Source: an optimization exercise on an open RTL-to-GDS flow (aim: small area). Production flows keep margins and buffers that such runs may drop.
The flow treats the clock pin as an ideal source, which a real chip does not have.
Power and IR drop assume default switching activity.

==> flow/design.v <==
`default_nettype none
package muldiv_pkg;
	typedef enum logic [1:0] {
		op_shl = 2'd0,
		op_mul = 2'd1,
		op_div = 2'd2,
		op_shr = 2'd3
	} md_op_e;
	typedef logic [16-1:0] md_word_t;
endpackage
`default_nettype wire
`default_nettype none
module operand_issue (
	input  logic                                   start,
	input  muldiv_pkg::md_op_e                     op,
	input  logic                                   signed_mode,
	input  logic [1:0]                             src1_sel,
	input  logic [1:0]                             src2_sel,
	input  muldiv_pkg::md_word_t [4-1:0]    src_regs,
	output logic                                   valid,
	output logic                                   is_div,
	output logic                                   cin,
	output logic                                   neg,
	output muldiv_pkg::md_word_t                   opa,
	output muldiv_pkg::md_word_t                   opq
);
	localparam int W = 16;
	muldiv_pkg::md_word_t x;
	muldiv_pkg::md_word_t y;
	muldiv_pkg::md_word_t pow2;
	logic sdiv;
	logic sx;
	logic sy;
	logic use_y;
	logic inv;
	logic [W-1:0] low_nz;
	assign x = src_regs[src1_sel];
	assign y = src_regs[src2_sel];
	always_comb begin
		pow2 = '0;
		pow2[{1'b0, y[2:0]} + 4'd1] = 1'b1;
	end
	assign sdiv = signed_mode & (op == muldiv_pkg::op_div);
	assign sx = sdiv & x[W-1];
	assign sy = sdiv & y[W-1];
	assign low_nz[0] = 1'b0;
	for (genvar i = 1; i < W; i++) begin : g_nz
		assign low_nz[i] = |x[i-1:0];
	end
	assign valid = start;
	assign is_div = op[1];
	assign cin = op[1] & ~sy;
	assign neg = sx ^ sy;
	assign use_y = op[0] ^ op[1];
	assign inv = op[1] & ~sy;
	assign opa = {W{inv}} ^ (use_y ? y : pow2);
	assign opq = x ^ (low_nz & {W{sx}});
endmodule
`default_nettype wire
`default_nettype none
module muldiv_step #(
	parameter int ROW = 0
) (
	input  logic                 is_div,
	input  logic                 cin,
	input  logic [ROW:0]         p_in,      
	input  muldiv_pkg::md_word_t opa,
	input  muldiv_pkg::md_word_t opq_in,
	output logic [ROW:0]         p_out,
	output muldiv_pkg::md_word_t opq_out
);
	localparam int W = 16;
	localparam int QB = W - 1 - ROW;
	logic t;
	logic [ROW:0] in1;
	logic [ROW:0] sum;
	logic [ROW+1:0] c;
	logic upper_ones;
	logic sel;
	assign t = opq_in[QB];
	if (ROW == 0) begin : g_in0
		assign in1 = is_div & t;
	end else begin : g_in
		assign in1 = {p_in[ROW:1], is_div & t};
	end
	if (ROW + 1 <= 4) begin : g_ripple
		assign c[0] = cin;
		for (genvar i = 0; i <= ROW; i++) begin : g_fa
			assign sum[i] = in1[i] ^ opa[i] ^ c[i];
			assign c[i+1] = (in1[i] & opa[i]) | (in1[i] & c[i]) | (opa[i] & c[i]);
		end
	end else begin : g_prefix
		localparam int N = ROW + 1;
		localparam int L = (N > 8) ? 4 : (N > 4) ? 3 : (N > 2) ? 2 : 1;
		logic [N-1:0] pp;
		logic [N-1:0] gg [0:L];
		logic [N-1:0] pr [0:L];
		assign pp = in1 ^ opa[ROW:0];
		always_comb begin
			gg[0] = in1 & opa[ROW:0];
			gg[0][0] = (in1[0] & opa[0]) | (pp[0] & cin);
			pr[0] = pp;
		end
		for (genvar l = 0; l < L; l++) begin : g_lvl
			for (genvar i = 0; i < N; i++) begin : g_node
				if (((i >> l) & 1) == 1) begin : g_comb
					localparam int K = ((i >> l) << l) - 1;
					assign gg[l+1][i] = gg[l][i] | (pr[l][i] & gg[l][K]);
					assign pr[l+1][i] = pr[l][i] & pr[l][K];
				end else begin : g_pass
					assign gg[l+1][i] = gg[l][i];
					assign pr[l+1][i] = pr[l][i];
				end
			end
		end
		assign c[0] = cin;
		assign c[N:1] = gg[L];
		assign sum = pp ^ c[ROW:0];
	end
	if (ROW == W - 1) begin : g_top
		assign upper_ones = 1'b1;
	end else begin : g_up
		assign upper_ones = &opa[W-1:ROW+1];
	end
	assign sel = is_div ? (c[ROW+1] & upper_ones) : t;
	if (ROW == W - 1) begin : g_last
		assign p_out = t ? sum : in1;
	end else begin : g_mid
		assign p_out = sel ? sum : in1;
	end
	always_comb begin
		opq_out = opq_in;
		opq_out[QB] = sel;
	end
endmodule
`default_nettype wire
`default_nettype none
module result_collect (
	input  logic                  clk,
	input  logic                  rst,
	input  logic                  valid,
	input  logic                  is_div,
	input  logic                  cin,
	input  logic                  neg,
	input  muldiv_pkg::md_word_t  opa,
	input  muldiv_pkg::md_word_t  prod,
	input  muldiv_pkg::md_word_t  quot,
	output muldiv_pkg::md_word_t  result,
	output logic                  done,
	output logic                  div_by_zero
);
	muldiv_pkg::md_word_t value_d;
	logic dbz;
	muldiv_pkg::md_word_t res_q;
	logic done_q;
	logic dbz_q;
	logic neg_q;
	assign dbz = is_div & cin & (&opa);
	assign value_d = is_div ? quot : prod;
	always_ff @(posedge clk or posedge rst) begin
		if (rst) begin
			res_q <= '0;
			neg_q <= 1'b0;
			done_q <= 1'b0;
			dbz_q <= 1'b0;
		end else begin
			done_q <= valid;
			dbz_q <= valid & dbz;
			if (valid) begin
				res_q <= value_d;
				neg_q <= neg & ~dbz;
			end
		end
	end
	assign result = neg_q ? -res_q : res_q;
	assign done = done_q;
	assign div_by_zero = dbz_q;
endmodule
`default_nettype wire
`default_nettype none
module muldiv_unit (
	input  logic                                   clk,
	input  logic                                   rst,
	input  logic                                   start,
	input  muldiv_pkg::md_op_e                     op,
	input  logic                                   signed_mode,
	input  logic [1:0]                             src1_sel,
	input  logic [1:0]                             src2_sel,
	input  muldiv_pkg::md_word_t [4-1:0]    src_regs,
	output muldiv_pkg::md_word_t                   result,
	output logic                                   done,
	output logic                                   div_by_zero
);
	localparam int W = 16;
	localparam logic [W-1:0] CUT = 16'b0001001001000100;
	logic [W:0]   valid_s;
	logic [W:0]   is_div_s;
	logic [W:0]   cin_s;
	logic [W:0]   neg_s;
	muldiv_pkg::md_word_t p_s   [0:W];
	muldiv_pkg::md_word_t opa_s [0:W];
	muldiv_pkg::md_word_t opq_s [0:W];
	operand_issue i_operand_issue (
		.start       (start),
		.op          (op),
		.signed_mode (signed_mode),
		.src1_sel    (src1_sel),
		.src2_sel    (src2_sel),
		.src_regs    (src_regs),
		.valid       (valid_s[0]),
		.is_div      (is_div_s[0]),
		.cin         (cin_s[0]),
		.neg         (neg_s[0]),
		.opa         (opa_s[0]),
		.opq         (opq_s[0])
	);
	assign p_s[0] = '0;
	for (genvar j = 0; j < W; j++) begin : g_row
		logic [j:0] p_in;
		logic [j:0] p_out;
		muldiv_pkg::md_word_t p_d;
		muldiv_pkg::md_word_t opq_d;
		if (j == 0) begin : g_p0
			assign p_in = 1'b0;
		end else begin : g_p
			assign p_in = {p_s[j][j-1:0], 1'b0};
		end
		muldiv_step #(
			.ROW (j)
		) i_muldiv_step (
			.is_div  (is_div_s[j]),
			.cin     (cin_s[j]),
			.p_in    (p_in),
			.opa     (opa_s[j]),
			.opq_in  (opq_s[j]),
			.p_out   (p_out),
			.opq_out (opq_d)
		);
		always_comb begin
			p_d = '0;
			p_d[j:0] = p_out;
		end
		if (CUT[j]) begin : g_reg
			logic valid_q;
			logic is_div_q;
			logic cin_q;
			logic neg_q;
			logic [j:0] p_q;
			muldiv_pkg::md_word_t opa_q;
			muldiv_pkg::md_word_t opq_q;
			always_ff @(posedge clk or posedge rst) begin
				if (rst) begin
					valid_q <= 1'b0;
				end else begin
					valid_q <= valid_s[j];
				end
			end
			always_ff @(posedge clk) begin
				is_div_q <= is_div_s[j];
				cin_q <= cin_s[j];
				neg_q <= neg_s[j];
				p_q <= p_out;
				opa_q <= opa_s[j];
				opq_q <= opq_d;
			end
			assign valid_s[j+1] = valid_q;
			assign is_div_s[j+1] = is_div_q;
			assign cin_s[j+1] = cin_q;
			assign neg_s[j+1] = neg_q;
			always_comb begin
				p_s[j+1] = '0;
				p_s[j+1][j:0] = p_q;
			end
			assign opa_s[j+1] = opa_q;
			assign opq_s[j+1] = opq_q;
		end else begin : g_wire
			assign valid_s[j+1] = valid_s[j];
			assign is_div_s[j+1] = is_div_s[j];
			assign cin_s[j+1] = cin_s[j];
			assign neg_s[j+1] = neg_s[j];
			assign p_s[j+1] = p_d;
			assign opa_s[j+1] = opa_s[j];
			assign opq_s[j+1] = opq_d;
		end
	end
	result_collect i_result_collect (
		.clk         (clk),
		.rst         (rst),
		.valid       (valid_s[W]),
		.is_div      (is_div_s[W]),
		.cin         (cin_s[W]),
		.neg         (neg_s[W]),
		.opa         (opa_s[W]),
		.prod        (p_s[W]),
		.quot        (opq_s[W]),
		.result      (result),
		.done        (done),
		.div_by_zero (div_by_zero)
	);
endmodule
`default_nettype wire
Settings: LEC_CHECK=0, CAP_MARGIN=20, CORE_MARGIN=2, CORE_UTILIZATION=65, SLEW_MARGIN=20; clock period 8.0 ns.
standard.sh (not shown) runs the stock make flow with config.mk's settings and CLKGATE_MAP_FILE= SYNTH_SCRIPT=/design/flow/synth_recipe.tcl, a recipe that flattens the netlist after the stock synthesis.
==> flow/flow/run.sh <==
#!/bin/bash
# Standard ORFS layout with smaller port buffers, a clock tree of clkbuf_8
# without dummy loads (heavily loaded clock buffers upsized after CTS), and
# power recovery on non-critical gates.
set -euo pipefail
cd "$(dirname "$0")/.."
W=$(pwd)
export BUFFER_PORTS_ARGS="-buffer_cell sky130_fd_sc_hd__buf_1"
export CTS_ARGS="-sink_clustering_enable -repair_clock_nets -buf_list sky130_fd_sc_hd__clkbuf_8 -dont_use_dummy_load"
export POST_CTS_TCL="$W/flow/post_cts.tcl"
export RECOVER_POWER=100
bash standard.sh synth > synth.log 2>&1
bash standard.sh > layout.log 2>&1
==> flow/flow/post_cts.tcl <==
# Upsize clock buffers that drive many flip-flops, to keep the clock slew low.
set n_up 0
foreach inst [[ord::get_db_block] getInsts] {
  set master [[$inst getMaster] getName]
  if { $master eq "sky130_fd_sc_hd__clkbuf_8" } {
    set net [[$inst findITerm X] getNet]
    if { $net ne "NULL" } {
      set loads [expr { [llength [$net getITerms]] - 1 }]
      if { $loads > 14 } {
        replace_cell [$inst getName] sky130_fd_sc_hd__clkbuf_16
        incr n_up
      }
    }
  }
}
puts "post_cts: upsized $n_up clock buffers"
if { $n_up > 0 } {
  detailed_placement
  check_placement -verbose
  estimate_parasitics -placement
}
The first run produced a clean layout.
Rerun with:
--- a/flow/design.v
+++ b/flow/design.v
@@ -83,7 +83,7 @@
 	end else begin : g_in
 		assign in1 = {p_in[ROW:1], is_div & t};
 	end
-	if (ROW + 1 <= 4) begin : g_ripple
+	if (ROW + 1 <= 1) begin : g_ripple
 		assign c[0] = cin;
 		for (genvar i = 0; i <= ROW; i++) begin : g_fa
 			assign sum[i] = in1[i] ^ opa[i] ^ c[i];
@@ -98,7 +98,6 @@
 		assign pp = in1 ^ opa[ROW:0];
 		always_comb begin
 			gg[0] = in1 & opa[ROW:0];
-			gg[0][0] = (in1[0] & opa[0]) | (pp[0] & cin);
 			pr[0] = pp;
 		end
 		for (genvar l = 0; l < L; l++) begin : g_lvl
@@ -114,7 +113,7 @@
 			end
 		end
 		assign c[0] = cin;
-		assign c[N:1] = gg[L];
+		assign c[N:1] = gg[L] | (pr[L] & {N{cin}});
 		assign sum = pp ^ c[ROW:0];
 	end
 	if (ROW == W - 1) begin : g_top
Outcome: Power rose by 4.4%. Worst hold slack gets worse by 5.6 ps. Synthesized cell count went up by 7.4%. Sequential power stays flat. Maximum frequency came out higher by 2.3%. Worst setup slack is better by 170 ps. Register-to-register slack gains 170 ps. Cell count rises by 3.9%.
No functional check of the RTL was part of any run of this note.

-- port drivers added, routing unchanged --
In the flow no input, the clock included, has a driving cell. The finished layouts below were timed again as built, in two steps. Step 1 sets driving cells, clkbuf_16 on the clock port and buf_2 on the other inputs (assumed; they add their load-dependent delay and slew). Step 2 moves the port delays by t, midway between the first and last clock arrival at a register: inputs arrive t later, outputs are due t later. That takes back most of the time a late clock gives input paths. Slacks: no drivers / after step 1 / after step 2; pairs: no drivers / after step 1.
| run | t (ns) | slack for setup (ns) | latest minus earliest clock arrival (ns) | worst slew at a driven data input, ns | cell pins on the clock port's net |
|---|---|---|---|---|---|
| the first run | 0.435 | 0.404 / 0.404 / 0.404 | 0.043 / 0.043 | 0.04 | 1 |
| the second run | 0.419 | 0.576 / 0.576 / 0.405 | 0.022 / 0.022 | 0.05 | 1 |
After both steps setup and hold are still met in every run listed. The setup slack of the second run, which loses most, moves by 0.000 ns with the drivers and by -0.171 ns with both steps.
